Context: an optimization exercise on an open-source flow, tuned for small area. The choices shown serve that exercise and are no tape-out recipe.
Function was checked by simulation only, so behaviour that the tests miss may differ from the original.
Power figures rest on the tool's default switching activity, not on a simulated workload.

### flow/config.mk
export PLATFORM = sky130hd
export DESIGN_NAME = trace_commit_buf
export DESIGN_NICKNAME = trace_commit_buf
export VERILOG_FILES = /design/flow/design.v
export SDC_FILE = /design/flow/constraint.sdc
export NUM_CORES = 4
export LEC_CHECK = 0
export CAP_MARGIN = 20
export CORE_MARGIN = 2
export CORE_UTILIZATION = 45
export PLACE_DENSITY = 0.6
export SLEW_MARGIN = 20
### flow/design.v
module trace_commit_buf #(
    parameter  int XLEN  = 64,
    parameter  int NREG  = 32,
    parameter  int DEPTH = 16,
    parameter  int SEQW  = 16,
    localparam int RW    = $clog2(NREG),
    localparam int PW    = $clog2(DEPTH)
) (
    input  logic                 clock,
    input  logic                 reset,
    input  logic                 commit_valid,
    input  logic [XLEN-1:0]      commit_pc,
    input  logic                 commit_wen,
    input  logic [RW-1:0]        commit_rd,
    input  logic [XLEN-1:0]      commit_wdata,
    output logic                 out_valid,
    input  logic                 out_ready,
    output logic [SEQW-1:0]      out_seq,
    output logic [XLEN-1:0]      out_pc,
    output logic                 out_wen,
    output logic [RW-1:0]        out_rd,
    output logic [XLEN-1:0]      out_wdata,
    input  logic                 trace_en,
    output logic [PW:0]          count,
    output logic                 overflow,
    output logic [SEQW-1:0]      drop_cnt,
    input  logic                 ovf_clear,
    input  logic [RW-1:0]        dbg_raddr,
    output logic [XLEN-1:0]      dbg_rdata
);
    localparam logic [PW:0] FULL_CNT = (PW+1)'(DEPTH);
    typedef struct packed {
        logic [SEQW-1:0] seq;
        logic [XLEN-1:0] pc;
        logic            wen;
        logic [RW-1:0]   rd;
        logic [XLEN-1:0] wdata;
    } record_t;
    localparam int RECW = SEQW + XLEN + 1 + RW + XLEN;
    logic [RECW-1:0] mem [0:DEPTH-1];
    logic [PW-1:0]   wptr;
    logic [PW-1:0]   rptr;
    logic [SEQW-1:0] seq;
    logic [XLEN-1:0] rf [0:NREG-1];
    record_t rec_in;
    record_t head;
    logic    push_req;
    logic    pop;
    logic    full;
    logic    push_ok;
    logic    drop;
    assign push_req = commit_valid & trace_en;
    assign pop      = out_valid & out_ready;
    assign full     = (count == FULL_CNT);
    assign push_ok  = push_req & (~full | pop);
    assign drop     = push_req & full & ~pop;
    assign rec_in.seq   = seq;
    assign rec_in.pc    = commit_pc;
    assign rec_in.wen   = commit_wen & (commit_rd != '0);
    assign rec_in.rd    = commit_rd;
    assign rec_in.wdata = commit_wdata;
    assign head          = mem[rptr];
    assign out_valid = (count != '0);
    assign out_seq   = out_valid ? head.seq   : '0;
    assign out_pc    = out_valid ? head.pc    : '0;
    assign out_wen   = out_valid ? head.wen   : 1'b0;
    assign out_rd    = out_valid ? head.rd    : '0;
    assign out_wdata = out_valid ? head.wdata : '0;
    always_ff @(posedge clock) begin
        if (push_ok) begin
            mem[wptr] <= rec_in;
        end
    end
    always_ff @(posedge clock or posedge reset) begin
        if (reset) begin
            wptr     <= '0;
            rptr     <= '0;
            count    <= '0;
            seq      <= '0;
            overflow <= 1'b0;
            drop_cnt <= '0;
        end else begin
            if (commit_valid) begin
                seq <= seq + SEQW'(1);
            end
            if (push_ok) begin
                wptr <= wptr + PW'(1);
            end
            if (pop) begin
                rptr <= rptr + PW'(1);
            end
            case ({push_ok, pop})
                2'b10:   count <= count + (PW+1)'(1);
                2'b01:   count <= count - (PW+1)'(1);
                default: count <= count;
            endcase
            if (drop) begin
                overflow <= 1'b1;
                if (ovf_clear) begin
                    drop_cnt <= SEQW'(1);
                end else if (drop_cnt != '1) begin
                    drop_cnt <= drop_cnt + SEQW'(1);
                end
            end else if (ovf_clear) begin
                overflow <= 1'b0;
                drop_cnt <= '0;
            end
        end
    end
    always_ff @(posedge clock or posedge reset) begin
        if (reset) begin
            for (int i = 0; i < NREG; i++) begin
                rf[i] <= '0;
            end
            dbg_rdata <= '0;
        end else begin
            if (commit_valid && commit_wen && (commit_rd != '0)) begin
                rf[commit_rd] <= commit_wdata;
            end
            dbg_rdata <= rf[dbg_raddr];
        end
    end
endmodule
### flow/constraint.sdc
create_clock -name core_clock -period 7.0 [get_ports {clock}]
set_input_delay 1.4000 -clock core_clock [delete_from_list [all_inputs] [get_ports {clock}]]
set_output_delay 1.4000 -clock core_clock [all_outputs]
set_load 0.01 [all_outputs]
### flow/run.sh
#!/bin/bash
# synth_recipe.tcl (not shown) runs the flow's synth.tcl, then flattens the netlist and writes it again
# the make line also repeats each setting of config.mk as NAME=value (left out here)
make -C /OpenROAD-flow-scripts/flow DESIGN_CONFIG=/design/flow/config.mk WORK_HOME=/design/flow/orfs CLKGATE_MAP_FILE= SYNTH_SCRIPT=/design/flow/synth_recipe.tcl finish
==> qor.txt, run 1 <==
row count = 233
Hold Fails Final Rpt = 0
vias per cell = 6.26
post-place setup slack = 1560 ps
Fillers = 32100
number of synthesized flops with an enable pin = 2400
antenna violations before repair = 47
Max Fclk = 166 MHz
endpoints failing setup = 0
starting density of the core = 0.452
post-synthesis sequential area ratio = 0.691
outcome = timing/DRC/antenna clean
Clock Pin Slew Worst Setup and Hold Paths = 60 ps
Clk Latency, worst-skew pair = 1020 ps
initial drt markers = 11800
wl on met1 = 234000 um
Max Slew Vio Count = 0
synthesized area per cell = 17.8 um^2
H-tree levels = 5
RSZ-0062 raised after global routing = no
Port-buffer cells = 381
Root Driver = clkbuf_16
antenna-violating nets left = 0
CTS Buf Count = 464
Max Clock Skew = 73.8 ps
Placed Area = 194000 um^2
fin nets = 10700
Worst Hold Class = reg -> reg
Total Wirelength = 562000 um
die footprint = 411000 um^2
Routed wire per std cell = 34.3 um
slowest CP cell = dfrtp_4
leakage power = 80.8 nW
Main synth FF type = edfxtp_1
Post-Route Setup TNS = 0 ps
largest net degree at the start of global routing = 168
Final Cycle Share = 0.863
Critical Path, Cell by Cell = buf_4, mux4_2, mux4_2, and2_1, clkdlybuf4s50_1
number of gates resized after cts = 0
Synth top area share = 0.395
top sig layer = met5
CTS tree = yes
Crit path largest cell delay = 1170 ps
postcts setup bufs = 0
met3 wire length = 43200 um
vias in the first global route = 105000
critical path type = reg -> out
Least-Margin Pin Slew = 1210 ps
Distinct cells, synth = 77
Mapped Nets = 10400
PwrDens = 350 nW/um^2
Max Cap Viol = 0
area delta synth->final = 15.1%
Startpoint Class = register
synth warn = 2
ratio of cells with drive above 1 in the final layout = 0.359
Hold Slack = 376 ps
DRC = 0
number of I/O pins = 382
CTS Hold Buffers Added = 0
ranking of synthesized cells by area = edfxtp_1 (39%), dfrtp_1 (30%), mux2_2 (12%)
Pwr Total = 73.4 mW
crit path DAT = 4640 ps
slack of the critical path = 962 ps
Slew headroom = 0.190
global-route wire length before repair = 794000 um
area leader, netlist = edfxtp_1
HPWL after DPL = 300000 um
Placeable Area = 403000 um^2
FF+latch count, synth = 4558
min cycle time layout = 6040 ps
RePlAce Congestion = 0.804
Mapped Cells = 10200
Overall Global Routing Usage = 0.270
clk buf depth = 4
Setup crit end kind = primary output
FFs w/ async S/R, synth = 0.473
CP max FO = 36
routed vias = 103000
drt first pass iters = 9
Post-Synthesis Cell Area = 183000 um^2
clock sink count = 4558
final instance area = 210000 um^2
Die Span Y = 641 um
CP dominant cell by count = mux4_2
WL met2 = 268000 um
Chip Width = 641 um
peak supply drop = 0.278 mV
GRT overflow = 0
CP required = 5600 ps
## synth_stat cells, types with 9 or more instances
cell,count
mux4_2,750
buf_2,208
and2_1,156
nor2b_1,9
a31oi_1,26
mux2_2,1998
and4_1,13
a221o_1,13
mux2i_1,31
a22o_1,54
nand3_1,71
nor3_1,45
nor2_1,176
a21oi_1,69
o32a_1,13
edfxtp_1,2400
dfrtp_1,2158
a2111oi_0,9
ha_1,9
and3_1,29
a22oi_1,722
inv_1,11
a222oi_1,35
nor4_1,30
nand4_1,100
xor2_1,19
a221oi_1,56
buf_1,88
o21ai_0,38
clkbuf_1,569
nand2_1,230
xnor2_1,20
## metrics by stage
step                utilization  instances
floorplan                     -      10200
CTS                       0.521      16400
finish                    0.521      16400
detailed placement        0.482      15500
global placement          0.481      15500
global route              0.521      16400
## where the power goes
part / internal (mW) / switching (mW) / total (mW)
sequential: 30.7 / 1.51 / 32.2
combinational: 8.33 / 7.34 / 15.7
clock: 14.9 / 10.6 / 25.5
## cells in the final DEF, fill, tap and decap left out, drive strengths merged, types with 7 or more instances in the layout
| cell type | n |
|---|---|
| a221o | 13 |
| nor2 | 180 |
| a221oi | 56 |
| nor2b | 9 |
| and4 | 14 |
| dfrtp | 2158 |
| nor3 | 45 |
| a2111oi | 10 |
| a21oi | 69 |
| a22oi | 722 |
| o21ai | 38 |
| a31oi | 26 |
| bufinv | 52 |
| nand2b | 7 |
| buf | 380 |
| a222oi | 35 |
| o32a | 13 |
| clkbuf | 647 |
| mux4 | 750 |
| and3 | 30 |
| xor2 | 19 |
| nor4 | 30 |
| a22o | 54 |
| edfxtp | 2400 |
| nand3 | 71 |
| clkdlybuf4s50 | 343 |
| clkinvlp | 15 |
| nand4 | 100 |
| diode | 20 |
| inv | 24 |
| mux2i | 31 |
| xnor2 | 20 |
| clkinv | 139 |
| or3 | 8 |
| ha | 9 |
| and2 | 158 |
| nand2 | 231 |
| mux2 | 1998 |
## layer usage
metal  track usage  up-vias
met4        0.0745       20
met1         0.378    56300
met2         0.438     4447
met5       0.00154        -
met3        0.0473      924
li1              -    40800
## worst paths after layout
kind,from,to,slack (ps),cells past startpoint
min,rf[0][18],rf[0][18],380,0
min in group asynchronous,reset,rf[29][35],770,2
max in group asynchronous,reset,dbg_rdata[24],4450,5
max reg2reg,count[0],count[4],3820,11
max,rptr[0],out_wdata[34],960,5
min reg2reg,rf[0][18],rf[0][18],380,0
## sequential cells by signal (all words and copies together), names as in the netlist
register,flops
mem,2400
drop_cnt,16
dbg_rdata,64
rf,2048
count,5
seq,16
rptr,4
wptr,4
overflow,1
## critical path, delay by kind of cell (launching register included)
family,cells,cell delay [ps]
buffers and inverters,2,1040
DFF,1,1170
and+or+nand+nor,1,220
muxes,2,1160
## cell families (layout without fill, tap and decap cells)
family / Yosys count / count (layout) / synth area share
xor gates and xnor gates: 39 / 39 / 0.00187
muxes: 2779 / 2779 / 0.217
DFF: 4558 / 4558 / 0.691
buffers and inverters: 881 / 1600 / 0.0196
AOI/OAI and AO/OA: 1074 / 1074 / 0.0445
adders and majority gates: 9 / 9 / 0.000617
and+or+nand+nor: 908 / 908 / 0.0253
other: 0 / 20 / 0
## cell type report
| class | instances | area, um^2 | area share |
|---|---|---|---|
| Clock buffer | 647 | 13100 | 0.0622 |
| Clock inverter | 219 | 2660 | 0.0127 |
| Tap cell | 5405 | 6760 | 0.0322 |
| Timing Repair Buffer | 723 | 7930 | 0.0377 |
| Sequential cell | 4558 | 126000 | 0.600 |
| Inverter | 11 | 45.0 | 0.000214 |
| Antenna cell | 20 | 50.0 | 0.000238 |
| Multi-Input combinational cell | 4809 | 53500 | 0.255 |
==> run 2, diff against run 1 <==
==> flow/design.v (replaced) <==
module trace_commit_buf #(
    parameter  int XLEN  = 64,
    parameter  int NREG  = 32,
    parameter  int DEPTH = 16,
    parameter  int SEQW  = 16,
    localparam int RW    = $clog2(NREG),
    localparam int PW    = $clog2(DEPTH)
) (
    input  logic                 clock,
    input  logic                 reset,
    input  logic                 commit_valid,
    input  logic [XLEN-1:0]      commit_pc,
    input  logic                 commit_wen,
    input  logic [RW-1:0]        commit_rd,
    input  logic [XLEN-1:0]      commit_wdata,
    output logic                 out_valid,
    input  logic                 out_ready,
    output logic [SEQW-1:0]      out_seq,
    output logic [XLEN-1:0]      out_pc,
    output logic                 out_wen,
    output logic [RW-1:0]        out_rd,
    output logic [XLEN-1:0]      out_wdata,
    input  logic                 trace_en,
    output logic [PW:0]          count,
    output logic                 overflow,
    output logic [SEQW-1:0]      drop_cnt,
    input  logic                 ovf_clear,
    input  logic [RW-1:0]        dbg_raddr,
    output logic [XLEN-1:0]      dbg_rdata
);
    localparam logic [PW:0] FULL_CNT = (PW+1)'(DEPTH);
    localparam int RECW = SEQW + XLEN + 1 + RW + XLEN;
    logic [RECW-1:0] mem [0:DEPTH-1];
    logic [PW-1:0]   wptr;
    logic [PW-1:0]   rptr;
    logic [SEQW-1:0] seq;
    logic [DEPTH-1:0] hsel;       
    logic            push_req;
    logic            pop;
    logic            full;
    logic            push_ok;
    logic            drop;
    logic [RECW-1:0] rec_in;
    logic [RECW-1:0] head;
    logic [PW:0]     count_nx;
    logic [PW-1:0]   rptr_nx;
    assign push_req = commit_valid & trace_en;
    assign pop      = out_valid & out_ready;
    assign full     = (count == FULL_CNT);
    assign push_ok  = push_req & (~full | pop);
    assign drop     = push_req & full & ~pop;
    assign rec_in = {seq, commit_pc, commit_wen & (commit_rd != '0), commit_rd, commit_wdata};
    always_comb begin
        head = '0;
        for (int i = 0; i < DEPTH; i++) begin
            head = head | (mem[i] & {RECW{hsel[i]}});
        end
    end
    assign out_valid = (count != '0);
    assign {out_seq, out_pc, out_wen, out_rd, out_wdata} = head;
    always_ff @(posedge clock) begin
        if (push_ok) begin
            mem[wptr] <= rec_in;
        end
    end
    always_comb begin
        case ({push_ok, pop})
            2'b10:   count_nx = count + (PW+1)'(1);
            2'b01:   count_nx = count - (PW+1)'(1);
            default: count_nx = count;
        endcase
        rptr_nx = pop ? rptr + PW'(1) : rptr;
    end
    always_ff @(posedge clock or posedge reset) begin
        if (reset) begin
            wptr     <= '0;
            rptr     <= '0;
            count    <= '0;
            hsel     <= '0;
            seq      <= '0;
            overflow <= 1'b0;
            drop_cnt <= '0;
        end else begin
            if (commit_valid) begin
                seq <= seq + SEQW'(1);
            end
            if (push_ok) begin
                wptr <= wptr + PW'(1);
            end
            rptr  <= rptr_nx;
            count <= count_nx;
            for (int i = 0; i < DEPTH; i++) begin
                hsel[i] <= (count_nx != '0) && (rptr_nx == PW'(i));
            end
            if (drop) begin
                overflow <= 1'b1;
                if (ovf_clear) begin
                    drop_cnt <= SEQW'(1);
                end else if (drop_cnt != '1) begin
                    drop_cnt <= drop_cnt + SEQW'(1);
                end
            end else if (ovf_clear) begin
                overflow <= 1'b0;
                drop_cnt <= '0;
            end
        end
    end
    logic [XLEN-1:0] rf [1:NREG-1];
    logic [NREG-1:1] rf_vld;
    logic [NREG-1:1] rsel;        
    logic            wr_pend;
    logic [RW-1:0]   wr_rd;
    logic [XLEN-1:0] wr_data;
    logic [NREG-1:1] rf_vld_nx;
    always_comb begin
        rf_vld_nx = rf_vld;
        if (wr_pend) begin
            rf_vld_nx[wr_rd] = 1'b1;
        end
    end
    always_ff @(posedge clock) begin
        wr_rd   <= commit_rd;
        wr_data <= commit_wdata;
        if (wr_pend) begin
            rf[wr_rd] <= wr_data;
        end
    end
    always_ff @(posedge clock or posedge reset) begin
        if (reset) begin
            wr_pend <= 1'b0;
            rf_vld  <= '0;
            rsel    <= '0;
        end else begin
            wr_pend <= commit_valid & commit_wen & (commit_rd != '0);
            rf_vld  <= rf_vld_nx;
            for (int i = 1; i < NREG; i++) begin
                rsel[i] <= rf_vld_nx[i] && (dbg_raddr == RW'(i));
            end
        end
    end
    always_comb begin
        dbg_rdata = '0;
        for (int i = 1; i < NREG; i++) begin
            dbg_rdata = dbg_rdata | (rf[i] & {XLEN{rsel[i]}});
        end
    end
endmodule
--- a/flow/config.mk
+++ b/flow/config.mk
@@ -7,6 +7,8 @@
 export LEC_CHECK = 0
 export CAP_MARGIN = 20
 export CORE_MARGIN = 2
-export CORE_UTILIZATION = 45
-export PLACE_DENSITY = 0.6
+export CORE_UTILIZATION = 65
+export CTS_CLUSTER_DIAMETER = 80
+export CTS_CLUSTER_SIZE = 25
+export PLACE_DENSITY = 0.75
 export SLEW_MARGIN = 20
==> run 2 against run 1 <==
  * Global-route usage rose by 9.7 points
  * Wire length fell by 16%
  * Sequential power hardly changed
  * Critical path depth grew 1
  * Synthesized cell count shrank 19%
  * Design area shrank 16%
  * Clock power fell by 46%
  * Fmax grew 7.2%
  * Die area shrank 38%
  * Synthesized area decreased by 11%
==> qor.txt, run 2 <==
outcome = timing/DRC/antenna clean
CTS Buf Count = 206
CP bufs+invs = 2
antenna violations before repair = 60
routed vias = 92600
number of I/O pins = 382
Routed wire per std cell = 39.1 um
Port-buffer cells = 381
slowest CP cell = dfrtp_4
CTS tree = yes
global-route wire length before repair = 659000 um
critical path depth = 6
crit path DAT = 4230 ps
Slew headroom = 0.168
Critical Path, Cell by Cell = buf_4, a22o_1, a221oi_1, nand3_1, or4_1, clkdlybuf4s50_1
Chip Width = 504 um
Max Cap Viol = 0
Main synth FF type = edfxtp_1
endpoints failing setup = 0
largest reg by FF count = mem
R2R Path End = hsel[6]
CP top delay family = buffers and inverters
Max Slew Vio Count = 0
area delta synth->final = 9.11%
Least-Margin Pin Slew = 1240 ps
number of synthesized flops with an enable pin = 4384
H-tree levels = 4
Post-synth top cells = edfxtp_1 (4384), a22o_1 (751), a221oi_1 (750), a22oi_1 (599), clkbuf_1 (412)
Total Wirelength = 472000 um
Mapped Cells = 8306
postcts setup bufs = 0
capture point of the critical path = dbg_rdata[43]
post-synthesis sequential area ratio = 0.837
Setup crit end kind = primary output
Synth top area share = 0.809
Fillers = 14600
RePlAce Congestion = 0.836
Worst Hold Class = reg -> reg
most common cell in the netlist = edfxtp_1
Overall Global Routing Usage = 0.367
critical path type = reg -> out
initial drt markers = 17800
min cycle time layout = 5630 ps
Clk Latency, worst-skew pair = 890 ps
Mapped Nets = 8475
max reg flops = 2400
largest net degree at the start of global routing = 114
Hold Fails Final Rpt = 0
flop2flop setup slack = 2520 ps
Clock Pin Slew Worst Setup and Hold Paths = 100 ps
peak supply drop = 0.521 mV
synth warn = 1
RSZ-0062 raised after global routing = no
fin util = 0.714
Placeable Area = 249000 um^2
CTS Hold Buffers Added = 0
vias per cell = 7.67
starting density of the core = 0.654
Top Registers = mem x2400, rf x1984, wr_data x64
Pwr Total = 60.5 mW
post-place setup slack = 1550 ps
r2r worst-path depth = 10
synthesized area per cell = 19.6 um^2
die footprint = 254000 um^2
HPWL after DPL = 236000 um
Final Cycle Share = 0.804
row count = 183
DRC = 0
GRT overflow = 0
vias in the first global route = 88700
Crit path largest cell delay = 900 ps
most frequent cells in the layout = edfxtp_1 (4384), a22o_1 (751), a221oi_1 (750)
ranking of synthesized cells by area = edfxtp_1 (81%), a22o_1 (4.0%), a221oi_1 (4.0%)
Die Span Y = 504 um
worst hold start = rf_vld[18]
clk buf depth = 3
drt first pass iters = 14
FFs w/ async S/R, synth = 0.0273
FF+latch count, synth = 4578
slack of the critical path = 1370 ps
Root Driver = clkbuf_16
Post-Route Setup TNS = 0 ps
Post-Synthesis Cell Area = 163000 um^2
commonest non-fill, non-tap cell in the layout = edfxtp_1
leakage power = 54.5 nW
Distinct cells, synth = 68
Max Clock Skew = 30.8 ps
reg-to-reg startpoint = count[0]
Startpoint Class = register
CP startpoint = rsel[9]
CP max FO = 47
antenna-violating nets left = 0
area leader, netlist = edfxtp_1
fin nets = 8743
CP required = 5600 ps
number of gates resized after cts = 0
Max Fclk = 178 MHz
clock sink count = 4578
ratio of cells with drive above 1 in the final layout = 0.0697
PwrDens = 341 nW/um^2
## run 2: area by class of cell
class | count | area [um^2] | area share
flip-flops and latches | 4578 | 136000 | 0.768
clock inverters | 20 | 263 | 0.00148
clock buffers | 319 | 5750 | 0.0324
diodes | 37 | 92.6 | 0.000522
repair buffers | 591 | 5980 | 0.0337
inverters | 27 | 109 | 0.000613
well taps | 3330 | 4170 | 0.0235
multi-input cells | 3170 | 24700 | 0.139
## run 2: routing by layer
layer | GRT usage | wire length, um | up-vias
li1 | - | - | 36000
met1 | 0.496 | 156000 | 47000
met2 | 0.587 | 223000 | 8225
met3 | 0.0774 | 69200 | 1282
met4 | 0.159 | 23800 | 24
met5 | 0 | 161 | -
## run 2: how the worst min path moves through the flow
stage | end | slack [ps] | cells after the start
2_1_floorplan | rf_vld[11] | 440 | 1
3_3_place_gp | rf_vld[22] | 450 | 1
3_5_place_dp | rf_vld[18] | 460 | 1
4_1_cts | rf_vld[18] | 480 | 1
5_1_grt | rf_vld[18] | 490 | 1
6_report | rf_vld[18] | 480 | 1
## run 2: where the power goes
group / switching (mW) / internal, mW
logic: 8.62 / 5.82
registers: 1.28 / 31.0
clock network: 8.01 / 5.77
total: 17.9 / 42.6
## run 2: cells by family (layout without fill, tap and decap cells)
group / Yosys count / after routing / share of synthesized area
other: 0 / 37 / 0
adders and majority gates: 24 / 24 / 0.00189
muxes: 5 / 5 / 0.000338
AOI/OAI and AO/OA: 2313 / 2313 / 0.119
buffers and inverters: 558 / 957 / 0.0130
DFF: 4578 / 4578 / 0.837
xor gates and xnor gates: 27 / 27 / 0.00145
and+or+nand+nor: 801 / 801 / 0.0269
## run 2: worst reg2reg max path, delay by kind of cell, from the launching register on
kind,cells,cell delay (ps)
buffers and inverters,1,170
adder cells (fa/ha/maj),2,700
flip-flops,1,510
AND/OR/NAND/NOR,2,900
AO/OA/AOI/OAI,5,2020
## run 2: metrics by stage
step | instances | cell area [um^2] | hold WS, ps
detailed placement | 11700 | 171000 | 455
finish | 12100 | 177000 | 475
global route | 12100 | 177000 | 494
floorplan | 8306 | 163000 | 441
CTS | 12000 | 177000 | 477
global placement | 11700 | 171000 | 449

## what the ideal ports hide
No port has a modelled driver above. Below, the same layouts with a new extraction and two added sets of constraints. Step 1 assumes that a clkbuf_16 drives the clock port and a buf_2 every other input. Step 2, shift: input delay + t, output delay - t, t = (earliest + latest rising clock arrival at the registers) / 2. This alone moves slack from input paths to output paths. Three values: no drivers, after step 1, after step 2; two values: the first two.
run | t (ns) | slack for setup (ns) | worst hold slack (ns)
run 1 | 1.102 | 0.962 / 0.848 / 1.426 | 0.376 / 0.376 / 0.376
run 2 | 0.980 | 1.370 / 1.272 / 1.518 | 0.475 / 0.475 / 0.475
After both steps setup and hold are still met in every run listed.
